This is an optimization exercise on Yosys and OpenROAD, whose aim is small area, a short achievable clock period and few clock cycles, not a production implementation.
In this exercise RTL edits were held to simulation tests only and were not proved equivalent to the original.
Power and IR drop assume default switching activity.

$ cat flow/design.v
package isa_pkg;
    typedef enum logic [6:0] {
        OPC_OP     = 7'b0110011,     
        OPC_OP_IMM = 7'b0010011,
        OPC_BRANCH = 7'b1100011,
        OPC_JAL    = 7'b1101111
    } opcode_e;
    typedef enum logic [2:0] {
        F3_ADD = 3'b000,             
        F3_SLT = 3'b010,
        F3_XOR = 3'b100,
        F3_OR  = 3'b110,
        F3_AND = 3'b111
    } alu_f3_e;
    typedef enum logic [2:0] {
        F3_BEQ = 3'b000,
        F3_BNE = 3'b001
    } br_f3_e;
    typedef enum logic [6:0] {
        F7_BASE = 7'b0000000,
        F7_ALT  = 7'b0100000         
    } funct7_e;
    typedef struct packed {
        logic [6:0] funct7;
        logic [4:0] rs2;
        logic [4:0] rs1;
        logic [2:0] funct3;
        logic [4:0] rd;
        opcode_e    opcode;
    } r_fmt_t;
    typedef struct packed {
        logic [11:0] imm;
        logic [4:0]  rs1;
        logic [2:0]  funct3;
        logic [4:0]  rd;
        opcode_e     opcode;
    } i_fmt_t;
    typedef struct packed {
        logic       imm12;
        logic [5:0] imm10_5;
        logic [4:0] rs2;
        logic [4:0] rs1;
        logic [2:0] funct3;
        logic [3:0] imm4_1;
        logic       imm11;
        opcode_e    opcode;
    } b_fmt_t;
    typedef struct packed {
        logic       imm20;
        logic [9:0] imm10_1;
        logic       imm11;
        logic [7:0] imm19_12;
        logic [4:0] rd;
        opcode_e    opcode;
    } j_fmt_t;
    typedef union packed {
        r_fmt_t r;
        i_fmt_t i;
        b_fmt_t b;
        j_fmt_t j;
    } inst_u;
endpackage
package core_pkg;
    typedef enum logic [2:0] {
        ALU_ADD,
        ALU_SUB,
        ALU_AND,
        ALU_OR,
        ALU_XOR,
        ALU_SLT,                 
        ALU_PASS_B               
    } alu_op_e;
    typedef enum logic [1:0] {
        BR_NONE,
        BR_BEQ,
        BR_BNE,
        BR_JAL
    } br_kind_e;
    typedef enum logic [1:0] {
        FWD_REG,                 
        FWD_EX,                  
        FWD_WB                   
    } fwd_sel_e;
endpackage
`timescale 1ns/100ps
import isa_pkg::*;
module fetch_unit (
    input  logic                clk,
    input  logic                rst_n_i,
    input  logic                redirect_i,
    input  logic [32-1:0] redirect_pc_i,
    input  logic [32-1:0] inst_i,
    output logic [32-1:0] pc_o,
    output isa_pkg::inst_u      id_inst_o,
    output logic [32-1:0] id_pc_o,
    output logic                id_valid_o
);
    logic [32-1:0] pc_q;
    logic [32-1:0] pc_next;
    assign pc_next = redirect_i ? redirect_pc_i : pc_q + 32'(4);
    assign pc_o    = pc_q;                       
    always_ff @(posedge clk or negedge rst_n_i) begin
        if (!rst_n_i) begin
            pc_q       <= 32'h0000_0000;
            id_valid_o <= 1'b0;
        end else begin
            pc_q       <= pc_next;
            id_valid_o <= !redirect_i;           
        end
    end
    always_ff @(posedge clk) begin
        id_inst_o <= inst_i;
        id_pc_o   <= pc_q;
    end
endmodule
`timescale 1ns/100ps
import isa_pkg::*;
import core_pkg::*;
module inst_decoder (
    input  isa_pkg::inst_u               inst_i,
    output logic [5-1:0] rs1_o,
    output logic [5-1:0] rs2_o,
    output logic [5-1:0] rd_o,
    output logic [32-1:0]   imm_o,
    output core_pkg::alu_op_e alu_op_o,
    output logic                  use_imm_o,
    output logic                  rd_en_o,
    output core_pkg::br_kind_e br_kind_o
);
    always_comb begin
        rs1_o     = inst_i.r.rs1;                 
        rs2_o     = inst_i.r.rs2;
        rd_o      = inst_i.r.rd;
        imm_o     = '0;
        alu_op_o  = ALU_PASS_B;
        use_imm_o = 1'b0;
        rd_en_o   = 1'b0;
        br_kind_o = BR_NONE;
        case (inst_i.r.opcode)
            OPC_OP: begin
                rd_en_o = 1'b1;
                case ({inst_i.r.funct7, inst_i.r.funct3})
                    {F7_BASE, F3_ADD}: alu_op_o = ALU_ADD;
                    {F7_ALT,  F3_ADD}: alu_op_o = ALU_SUB;
                    {F7_BASE, F3_SLT}: alu_op_o = ALU_SLT;
                    {F7_BASE, F3_XOR}: alu_op_o = ALU_XOR;
                    {F7_BASE, F3_OR}:  alu_op_o = ALU_OR;
                    {F7_BASE, F3_AND}: alu_op_o = ALU_AND;
                    default:           rd_en_o  = 1'b0;   
                endcase
            end
            OPC_OP_IMM: begin
                imm_o     = {{(32-12){inst_i.i.imm[11]}}, inst_i.i.imm};
                use_imm_o = 1'b1;
                rd_en_o   = 1'b1;
                case (inst_i.i.funct3)
                    F3_ADD:  alu_op_o = ALU_ADD;
                    F3_XOR:  alu_op_o = ALU_XOR;
                    F3_OR:   alu_op_o = ALU_OR;
                    F3_AND:  alu_op_o = ALU_AND;
                    default: rd_en_o  = 1'b0;             
                endcase
            end
            OPC_BRANCH: begin
                imm_o = {{(32-13){inst_i.b.imm12}}, inst_i.b.imm12, inst_i.b.imm11,
                         inst_i.b.imm10_5, inst_i.b.imm4_1, 1'b0};
                case (inst_i.b.funct3)
                    F3_BEQ:  br_kind_o = BR_BEQ;
                    F3_BNE:  br_kind_o = BR_BNE;
                    default: br_kind_o = BR_NONE;         
                endcase
            end
            OPC_JAL: begin
                imm_o     = {{(32-21){inst_i.j.imm20}}, inst_i.j.imm20,
                             inst_i.j.imm19_12, inst_i.j.imm11, inst_i.j.imm10_1, 1'b0};
                rd_en_o   = 1'b1;                         
                br_kind_o = BR_JAL;
            end
            default: ;                                    
        endcase
    end
endmodule
`timescale 1ns/100ps
module regfile (
    input  logic                  clk,
    input  logic                  rst_n_i,
    input  logic [5-1:0] rs1_i,
    input  logic [5-1:0] rs2_i,
    output logic [32-1:0]   rs1_data_o,
    output logic [32-1:0]   rs2_data_o,
    input  logic                  we_i,
    input  logic [5-1:0] wd_idx_i,
    input  logic [32-1:0]   wd_data_i
);
    logic [32-1:0] regs_q [32];
    function automatic logic [32-1:0] read_port(input logic [5-1:0] idx);
        if (idx == '0)
            read_port = '0;
        else if (we_i && idx == wd_idx_i)
            read_port = wd_data_i;
        else
            read_port = regs_q[idx];
    endfunction
    always_ff @(posedge clk or negedge rst_n_i) begin
        if (!rst_n_i) begin
            for (int i = 0; i < 32; i++) begin
                regs_q[i] <= '0;
            end
        end else if (we_i && wd_idx_i != '0) begin
            regs_q[wd_idx_i] <= wd_data_i;
        end
    end
    always_comb begin
        rs1_data_o = read_port(rs1_i);
        rs2_data_o = read_port(rs2_i);
    end
endmodule
`timescale 1ns/100ps
import core_pkg::*;
module issue_stage (
    input  logic                  clk,
    input  logic                  rst_n_i,
    input  logic                  id_valid_i,
    input  logic [32-1:0]   id_pc_i,
    input  logic [5-1:0] rs1_i,
    input  logic [5-1:0] rs2_i,
    input  logic [32-1:0]   rs1_data_i,
    input  logic [32-1:0]   rs2_data_i,
    input  logic [32-1:0]   imm_i,
    input  core_pkg::alu_op_e alu_op_i,
    input  logic                  use_imm_i,
    input  logic [5-1:0] rd_i,
    input  logic                  rd_en_i,
    input  core_pkg::br_kind_e br_kind_i,
    input  logic                  flush_i,
    input  logic [5-1:0] ex_rd_i,
    input  logic                  ex_rd_en_i,
    input  logic [32-1:0]   ex_result_i,
    input  logic [5-1:0] wb_rd_i,
    input  logic                  wb_rd_en_i,
    input  logic [32-1:0]   wb_result_i,
    output logic                  ex_valid_o,
    output logic [32-1:0]   ex_pc_o,
    output logic [32-1:0]   ex_a_o,
    output logic [32-1:0]   ex_b_o,
    output logic [32-1:0]   ex_imm_o,
    output core_pkg::alu_op_e ex_alu_op_o,
    output logic                  ex_use_imm_o,
    output logic [5-1:0] ex_rd_o,
    output logic                  ex_rd_en_o,
    output core_pkg::br_kind_e ex_br_kind_o
);
    core_pkg::fwd_sel_e sel_a;
    core_pkg::fwd_sel_e sel_b;
    logic [32-1:0] opnd_a;
    logic [32-1:0] opnd_b;
    function automatic core_pkg::fwd_sel_e pick_src(input logic [5-1:0] idx);
        if (idx != '0 && ex_rd_en_i && idx == ex_rd_i)
            pick_src = FWD_EX;
        else if (idx != '0 && wb_rd_en_i && idx == wb_rd_i)
            pick_src = FWD_WB;
        else
            pick_src = FWD_REG;
    endfunction
    function automatic logic [32-1:0] fwd_mux(input core_pkg::fwd_sel_e sel,
                                                    input logic [32-1:0] reg_data);
        case (sel)
            FWD_EX:  fwd_mux = ex_result_i;
            FWD_WB:  fwd_mux = wb_result_i;
            default: fwd_mux = reg_data;
        endcase
    endfunction
    always_comb begin
        sel_a  = pick_src(rs1_i);
        sel_b  = pick_src(rs2_i);
        opnd_a = fwd_mux(sel_a, rs1_data_i);
        opnd_b = fwd_mux(sel_b, rs2_data_i);
    end
    always_ff @(posedge clk or negedge rst_n_i) begin
        if (!rst_n_i) begin
            ex_valid_o   <= 1'b0;
            ex_rd_en_o   <= 1'b0;
            ex_br_kind_o <= BR_NONE;
        end else begin
            ex_valid_o   <= id_valid_i && !flush_i;    
            ex_rd_en_o   <= rd_en_i;
            ex_br_kind_o <= br_kind_i;
        end
    end
    always_ff @(posedge clk) begin
        ex_pc_o      <= id_pc_i;
        ex_a_o       <= opnd_a;
        ex_b_o       <= opnd_b;
        ex_imm_o     <= imm_i;
        ex_alu_op_o  <= alu_op_i;
        ex_use_imm_o <= use_imm_i;
        ex_rd_o      <= rd_i;
    end
endmodule
`timescale 1ns/100ps
import core_pkg::*;
module exec_unit (
    input  logic                  clk,
    input  logic                  rst_n_i,
    input  logic                  ex_valid_i,
    input  logic [32-1:0]   ex_pc_i,
    input  logic [32-1:0]   ex_a_i,
    input  logic [32-1:0]   ex_b_i,
    input  logic [32-1:0]   ex_imm_i,
    input  core_pkg::alu_op_e ex_alu_op_i,
    input  logic                  ex_use_imm_i,
    input  logic [5-1:0] ex_rd_i,
    input  logic                  ex_rd_en_i,
    input  core_pkg::br_kind_e ex_br_kind_i,
    output logic                  redirect_o,
    output logic [32-1:0]   redirect_pc_o,
    output logic [32-1:0]   ex_result_o,
    output logic                  ex_fwd_en_o,
    output logic                  wb_valid_o,
    output logic [5-1:0] wb_rd_o,
    output logic [32-1:0]   wb_result_o
);
    logic [32-1:0] opnd_b;
    logic [32-1:0] alu_out;
    logic [32-1:0] link_pc;
    logic                taken;
    assign opnd_b = ex_use_imm_i ? ex_imm_i : ex_b_i;
    always_comb begin
        case (ex_alu_op_i)
            ALU_ADD:    alu_out = ex_a_i + opnd_b;
            ALU_SUB:    alu_out = ex_a_i - opnd_b;
            ALU_AND:    alu_out = ex_a_i & opnd_b;
            ALU_OR:     alu_out = ex_a_i | opnd_b;
            ALU_XOR:    alu_out = ex_a_i ^ opnd_b;
            ALU_SLT:    alu_out = {{(32-1){1'b0}}, $signed(ex_a_i) < $signed(opnd_b)};
            ALU_PASS_B: alu_out = opnd_b;
            default:    alu_out = '0;
        endcase
    end
    always_comb begin
        case (ex_br_kind_i)
            BR_BEQ:  taken = (ex_a_i == ex_b_i);
            BR_BNE:  taken = (ex_a_i != ex_b_i);
            BR_JAL:  taken = 1'b1;
            default: taken = 1'b0;
        endcase
    end
    assign link_pc       = ex_pc_i + 32'(4);
    assign redirect_o    = ex_valid_i && taken;
    assign redirect_pc_o = ex_pc_i + ex_imm_i;            
    assign ex_result_o   = (ex_br_kind_i == BR_JAL) ? link_pc : alu_out;
    assign ex_fwd_en_o   = ex_valid_i && ex_rd_en_i && (ex_rd_i != '0);
    always_ff @(posedge clk or negedge rst_n_i) begin
        if (!rst_n_i) begin
            wb_valid_o <= 1'b0;
        end else begin
            wb_valid_o <= ex_fwd_en_o;                    
        end
    end
    always_ff @(posedge clk) begin
        wb_rd_o     <= ex_rd_i;
        wb_result_o <= ex_result_o;
    end
endmodule
`timescale 1ns/100ps
import isa_pkg::*;
import core_pkg::*;
module rv_core_top (
    input  logic                  clk,
    input  logic                  rst_n_i,
    input  logic [32-1:0]   inst_i,
    output logic [32-1:0]   pc_o,
    output logic                  wb_valid_o,
    output logic [5-1:0] wb_rd_o,
    output logic [32-1:0]   wb_data_o
);
    logic                  redirect;
    logic [32-1:0]   redirect_pc;
    isa_pkg::inst_u id_inst;
    logic [32-1:0]   id_pc;
    logic                  id_valid;
    logic [5-1:0] id_rs1;
    logic [5-1:0] id_rs2;
    logic [5-1:0] id_rd;
    logic [32-1:0]   id_imm;
    core_pkg::alu_op_e id_alu_op;
    logic                  id_use_imm;
    logic                  id_rd_en;
    core_pkg::br_kind_e id_br_kind;
    logic [32-1:0]   rs1_data;
    logic [32-1:0]   rs2_data;
    logic                  ex_valid;
    logic [32-1:0]   ex_pc;
    logic [32-1:0]   ex_a;
    logic [32-1:0]   ex_b;
    logic [32-1:0]   ex_imm;
    core_pkg::alu_op_e ex_alu_op;
    logic                  ex_use_imm;
    logic [5-1:0] ex_rd;
    logic                  ex_rd_en;
    core_pkg::br_kind_e ex_br_kind;
    logic [32-1:0]   ex_result;
    logic                  ex_fwd_en;
    fetch_unit u_fetch_unit (
        .clk           (clk         ),
        .rst_n_i       (rst_n_i     ),
        .redirect_i    (redirect    ),
        .redirect_pc_i (redirect_pc ),
        .inst_i        (inst_i      ),
        .pc_o          (pc_o        ),
        .id_inst_o     (id_inst     ),
        .id_pc_o       (id_pc       ),
        .id_valid_o    (id_valid    )
    );
    inst_decoder u_inst_decoder (
        .inst_i        (id_inst     ),
        .rs1_o         (id_rs1      ),
        .rs2_o         (id_rs2      ),
        .rd_o          (id_rd       ),
        .imm_o         (id_imm      ),
        .alu_op_o      (id_alu_op   ),
        .use_imm_o     (id_use_imm  ),
        .rd_en_o       (id_rd_en    ),
        .br_kind_o     (id_br_kind  )
    );
    regfile u_regfile (
        .clk           (clk         ),
        .rst_n_i       (rst_n_i     ),
        .rs1_i         (id_rs1      ),
        .rs2_i         (id_rs2      ),
        .rs1_data_o    (rs1_data    ),
        .rs2_data_o    (rs2_data    ),
        .we_i          (wb_valid_o  ),
        .wd_idx_i      (wb_rd_o     ),
        .wd_data_i     (wb_data_o   )
    );
    issue_stage u_issue_stage (
        .clk           (clk         ),
        .rst_n_i       (rst_n_i     ),
        .id_valid_i    (id_valid    ),
        .id_pc_i       (id_pc       ),
        .rs1_i         (id_rs1      ),
        .rs2_i         (id_rs2      ),
        .rs1_data_i    (rs1_data    ),
        .rs2_data_i    (rs2_data    ),
        .imm_i         (id_imm      ),
        .alu_op_i      (id_alu_op   ),
        .use_imm_i     (id_use_imm  ),
        .rd_i          (id_rd       ),
        .rd_en_i       (id_rd_en    ),
        .br_kind_i     (id_br_kind  ),
        .flush_i       (redirect    ),
        .ex_rd_i       (ex_rd       ),
        .ex_rd_en_i    (ex_fwd_en   ),
        .ex_result_i   (ex_result   ),
        .wb_rd_i       (wb_rd_o     ),
        .wb_rd_en_i    (wb_valid_o  ),
        .wb_result_i   (wb_data_o   ),
        .ex_valid_o    (ex_valid    ),
        .ex_pc_o       (ex_pc       ),
        .ex_a_o        (ex_a        ),
        .ex_b_o        (ex_b        ),
        .ex_imm_o      (ex_imm      ),
        .ex_alu_op_o   (ex_alu_op   ),
        .ex_use_imm_o  (ex_use_imm  ),
        .ex_rd_o       (ex_rd       ),
        .ex_rd_en_o    (ex_rd_en    ),
        .ex_br_kind_o  (ex_br_kind  )
    );
    exec_unit u_exec_unit (
        .clk           (clk         ),
        .rst_n_i       (rst_n_i     ),
        .ex_valid_i    (ex_valid    ),
        .ex_pc_i       (ex_pc       ),
        .ex_a_i        (ex_a        ),
        .ex_b_i        (ex_b        ),
        .ex_imm_i      (ex_imm      ),
        .ex_alu_op_i   (ex_alu_op   ),
        .ex_use_imm_i  (ex_use_imm  ),
        .ex_rd_i       (ex_rd       ),
        .ex_rd_en_i    (ex_rd_en    ),
        .ex_br_kind_i  (ex_br_kind  ),
        .redirect_o    (redirect    ),
        .redirect_pc_o (redirect_pc ),
        .ex_result_o   (ex_result   ),
        .ex_fwd_en_o   (ex_fwd_en   ),
        .wb_valid_o    (wb_valid_o  ),
        .wb_rd_o       (wb_rd_o     ),
        .wb_result_o   (wb_data_o   )
    );
endmodule
$ cat flow/run.sh
#!/bin/bash
# synth_recipe.tcl (not shown) runs the flow's synth.tcl, then flattens the netlist and writes it again
# the make line also repeats each setting of config.mk as NAME=value (left out here)
make -C /OpenROAD-flow-scripts/flow DESIGN_CONFIG=/design/flow/config.mk WORK_HOME=/design/flow/orfs CLKGATE_MAP_FILE= SYNTH_SCRIPT=/design/flow/synth_recipe.tcl finish
$ cat flow/config.mk
export PLATFORM = sky130hd
export DESIGN_NAME = rv_core_top
export DESIGN_NICKNAME = rv_core_top
export VERILOG_FILES = /design/flow/design.v
export SDC_FILE = /design/flow/constraint.sdc
export NUM_CORES = 4
export LEC_CHECK = 0
export CAP_MARGIN = 20
export CORE_MARGIN = 2
export CORE_UTILIZATION = 40
export SLEW_MARGIN = 20
$ cat flow/constraint.sdc
create_clock -name core_clock -period 5.0 [get_ports {clk}]
set_input_delay 1.0000 -clock core_clock [delete_from_list [all_inputs] [get_ports {clk}]]
set_output_delay 1.0000 -clock core_clock [all_outputs]
set_load 0.01 [all_outputs]
==> run summary <==
state kept, by name, summed over array words and instances, names as in the netlist:
signal and flops:
u_exec_unit.wb_rd_o 5, u_exec_unit.wb_result_o 32, u_exec_unit.wb_valid_o 1, u_fetch_unit.id_inst_o 32, u_fetch_unit.id_pc_o 32, u_fetch_unit.id_valid_o 1
u_fetch_unit.pc_q 32, u_issue_stage.ex_a_o 32, u_issue_stage.ex_alu_op_o 3, u_issue_stage.ex_b_o 32, u_issue_stage.ex_br_kind_o 2, u_issue_stage.ex_imm_o 21
u_issue_stage.ex_pc_o 32, u_issue_stage.ex_rd_en_o 1, u_issue_stage.ex_rd_o 5, u_issue_stage.ex_use_imm_o 1, u_issue_stage.ex_valid_o 1, u_regfile.regs_q 992
placed cells by master (no fill, tap or decap), types with 29 or more instances in the layout:
master and count:
a21o_1 30, a21oi_1 227, a221oi_1 237, a222oi_1 64, a22o_1 238, a22oi_1 379
a31oi_1 30, buf_12 34, buf_4 289, clkbuf_16 146, clkbuf_8 41, clkdlybuf4s50_1 102
dfrtp_1 1030, dfxtp_1 221, ha_1 149, inv_1 141, mux2_2 992, nand2_1 162
nand2b_1 29, nand3_1 127, nand4_1 146, nor2_1 168, nor2_4 73, nor3_1 94
o21ai_0 150, o221ai_1 46, xnor2_1 76, xor2_1 77
per-layer routing:
| metal | share of wire | vias to the layer above |
|---|---|---|
| li1 | - | 22400 |
| met1 | 0.37 | 29400 |
| met2 | 0.40 | 5073 |
| met3 | 0.15 | 1553 |
| met4 | 0.080 | 30 |
| met5 | 0.0017 | - |
worst max-delay path by stage:
stage | start | slack (ns) | cells past startpoint | endpoint
finish | u_issue_stage.ex_use_imm_o$_DFF_P_ | 0.37 | 13 | u_issue_stage.ex_b_o[23]$_DFF_P_
global route | u_issue_stage.ex_use_imm_o$_DFF_P_ | 0.19 | 16 | u_issue_stage.ex_b_o[27]$_DFF_P_
CTS | u_issue_stage.ex_use_imm_o$_DFF_P_ | 0.44 | 16 | u_issue_stage.ex_b_o[27]$_DFF_P_
detailed placement | u_issue_stage.ex_use_imm_o$_DFF_P_ | 0.45 | 16 | u_issue_stage.ex_b_o[27]$_DFF_P_
global placement | u_issue_stage.ex_use_imm_o$_DFF_P_ | 0.54 | 16 | u_issue_stage.ex_a_o[27]$_DFF_P_
floorplan | u_issue_stage.ex_use_imm_o$_DFF_P_ | 0.74 | 15 | u_issue_stage.ex_b_o[26]$_DFF_P_
report_power, final:
group / internal, mW / switching, mW / leakage [nW] / total, mW
Sequential: 10.4 / 0.333 / 16.2 / 10.7
Clock: 6.58 / 4.66 / 2.44 / 11.2
Combinational: 0.659 / 1.33 / 15.3 / 1.99
Total: 17.6 / 6.32 / 34.0 / 23.9
cell type report:
| cell class | instances | area, um2 |
|---|---|---|
| Antenna cell | 12 | 30.0 |
| Clock inverter | 45 | 641 |
| Tap cell | 2160 | 2700 |
| Clock buffer | 215 | 4320 |
| Timing Repair Buffer | 429 | 3950 |
| Inverter | 144 | 541 |
| Multi-Input combinational cell | 3909 | 32400 |
| Sequential cell | 1257 | 30300 |
| Fill cell | 14900 | 85500 |
per-stage QoR:
step	setup WS (ns)	instances	util	total power [mW]
2_1_floorplan	0.738	5811	-	11.7
3_3_place_gp	0.539	7896	0.435	12.8
3_5_place_dp	0.450	7898	0.436	12.8
4_1_cts	0.444	8158	0.467	23.9
5_1_grt	0.188	8160	0.467	24.5
6_report	0.369	8171	0.467	23.9
kinds of logic (layout without fill, tap and decap cells):
| logic type | after synthesis | in the layout | synth area share |
|---|---|---|---|
| AND/OR/NAND/NOR | 959 | 959 | 0.0740 |
| other | 0 | 12 | 0 |
| flip-flops | 1257 | 1257 | 0.469 |
| multiplexers | 1029 | 1029 | 0.179 |
| buffers and inverters | 645 | 833 | 0.0394 |
| adder cells (fa/ha/maj) | 152 | 152 | 0.0298 |
| AO/OA/AOI/OAI | 1616 | 1616 | 0.188 |
| XOR/XNOR | 153 | 153 | 0.0207 |
worst max-delay path, delay by kind of cell (launching register included):
kind | cells | cell delay (ns)
AO/OA/AOI/OAI | 7 | 2.42
flip-flops | 1 | 0.48
adder cells (fa/ha/maj) | 1 | 0.38
AND/OR/NAND/NOR | 2 | 0.44
buffers and inverters | 1 | 0.20
multiplexers | 2 | 0.56
==> out/qor.yml <==
status: "no timing/DRC/antenna violations"
core_area_mm2: 0.160
gr-usage-met1: 0.485
areaGrowthSynthToFinish_pct: 16.0
synthTopCellsByCount: "dfrtp_1, mux2_2, clkbuf_1"
r2r_start: "u_issue_stage.ex_use_imm_o$_DFF_P_"
power_density_mw_per_mm2: 320
syn_area_mm2: 0.0646
vias_per_cell: 7.15
cp_common_cell: "mux2i_1"
portBuffers: 103
drc_errors: 0
start_util: 0.403
yosys_warnings: 6
reg2reg_depth: 13
dpl_cell_area_mm2: 0.0699
drive_gt1_frac: 0.285
seq_area_frac_synth: 0.469
synth.area.top_cells: "dfrtp_1, mux2_2, dfxtp_1, a22oi_1, a22o_1"
syn_inst: 5811
postCtsSetupRepairBufs: 0
drt_pass1_iterations: 12
die_area_mm2: 0.165
ctsHoldBuffers: 0
async_reset_ff_frac: 0.819
grt_max_degree: 106
maxSlewHeadroom: 0.100
synth_top_area_share: 0.399
rsz0062_at_grt: "no"
reg2reg_to: "u_issue_stage.ex_b_o[23]$_DFF_P_"
grt_util_met3: 0.165
critPathArrivalTime_ns: 5.31
grt_pass1_wl_um: 440000
ir_drop_mv: 0.310
cts_tree: "done"
wl_per_cell_um: 39.1
synth.ff_latch_count: 1257
ant_nets: 0
avgSynthCellArea_um2: 11.1
skew_ns: 0.0468
cts_buffer_depth: 3
grt_antenna_before_repair: 23
wl_um: 319000
crit_chain: "buf_12, mux2i_1, ha_1, nand2b_1, nor3_1, a31oi_1, o41ai_2, a21oi_1, o211ai_1, mux2i_1, o31ai_1, a21boi_1, o21ai_1"
finalHoldViolCount: 0
synth_top_area_cell: "dfrtp_1"
cts.repair.resized: 0
leakagePower_nw: 34.0
num_rows: 147
place_hpwl_um: 202000
fin_nets: 6068
drv_slew: 0
setup_viol: 0
cp-end-kind: "flip-flop"
h-tree-depth: 4
die_w_um: 406
route.vias.total: 58400
postLayoutCellArea_mm2: 0.0749
start_kind: "flip-flop"
critPathMaxStageDelay_ns: 0.86
io_pins: 104
cp_data_required_time_ns: 5.68
gp_congestion: 1.00
synth-main-ff-cell: "dfrtp_1"
slowest_stage: "o41ai_2"
root_buffer: "clkbuf_16"
worstPathMaxFanout: 11
grt_use_met2: 0.516
clk_pin_slew_ns: 0.06
cts_num_sinks: 1257
synth.distinct_cells: 109
yosysMostFrequentCell: "dfrtp_1"
tns_ns: 0
hold_class: "in -> async"
grt-ovfl-total: 0
min_period_ns: 4.63
ff2ff_setup_slack_ns: 0.37
cts_buffers: 141
clkLatencyLatePin_ns: 0.84
period_share: 0.926
crit_type: "reg -> reg"
grt-busiest-layer: "met2"
fmax_ghz: 0.216
drt-initial-drc-count: 11200
mappedNetlistNets: 5997
cap_violations: 0
die_h_um: 406
grt_usage: 0.379
holdWs_ns: 0.282
tightest_slew_ns: 1.35
synth_edf_count: 0
grt_pass1_vias: 55800
Testbench counts, summed over its fixed seeds: cycles 49,282.

==> what the ideal ports hide <==
Ports are ideal in the flow. The routed layout listed here was re-timed in OpenROAD.
Step 1, drivers: a clkbuf_16 drives clk and a buf_2 each remaining input, both assumed.
Step 2 moves the port delays by t, midway between the first and last clock arrival at a register: inputs arrive t later, outputs are due t later. That takes back most of the time a late clock gives input paths.
Three values: ideal, step 1, step 2; two values: the first two.
t (ns): 0.898
setup WS [ns]: 0.369 / 0.369 / 0.369
worst setup path after step 2: register to register
slew at the worst register clock pin (ns): 0.07 / 0.07
After both steps this run still meets setup and hold. The setup slack of this run moves by 0.000 ns with the drivers and by 0.000 ns with both steps.
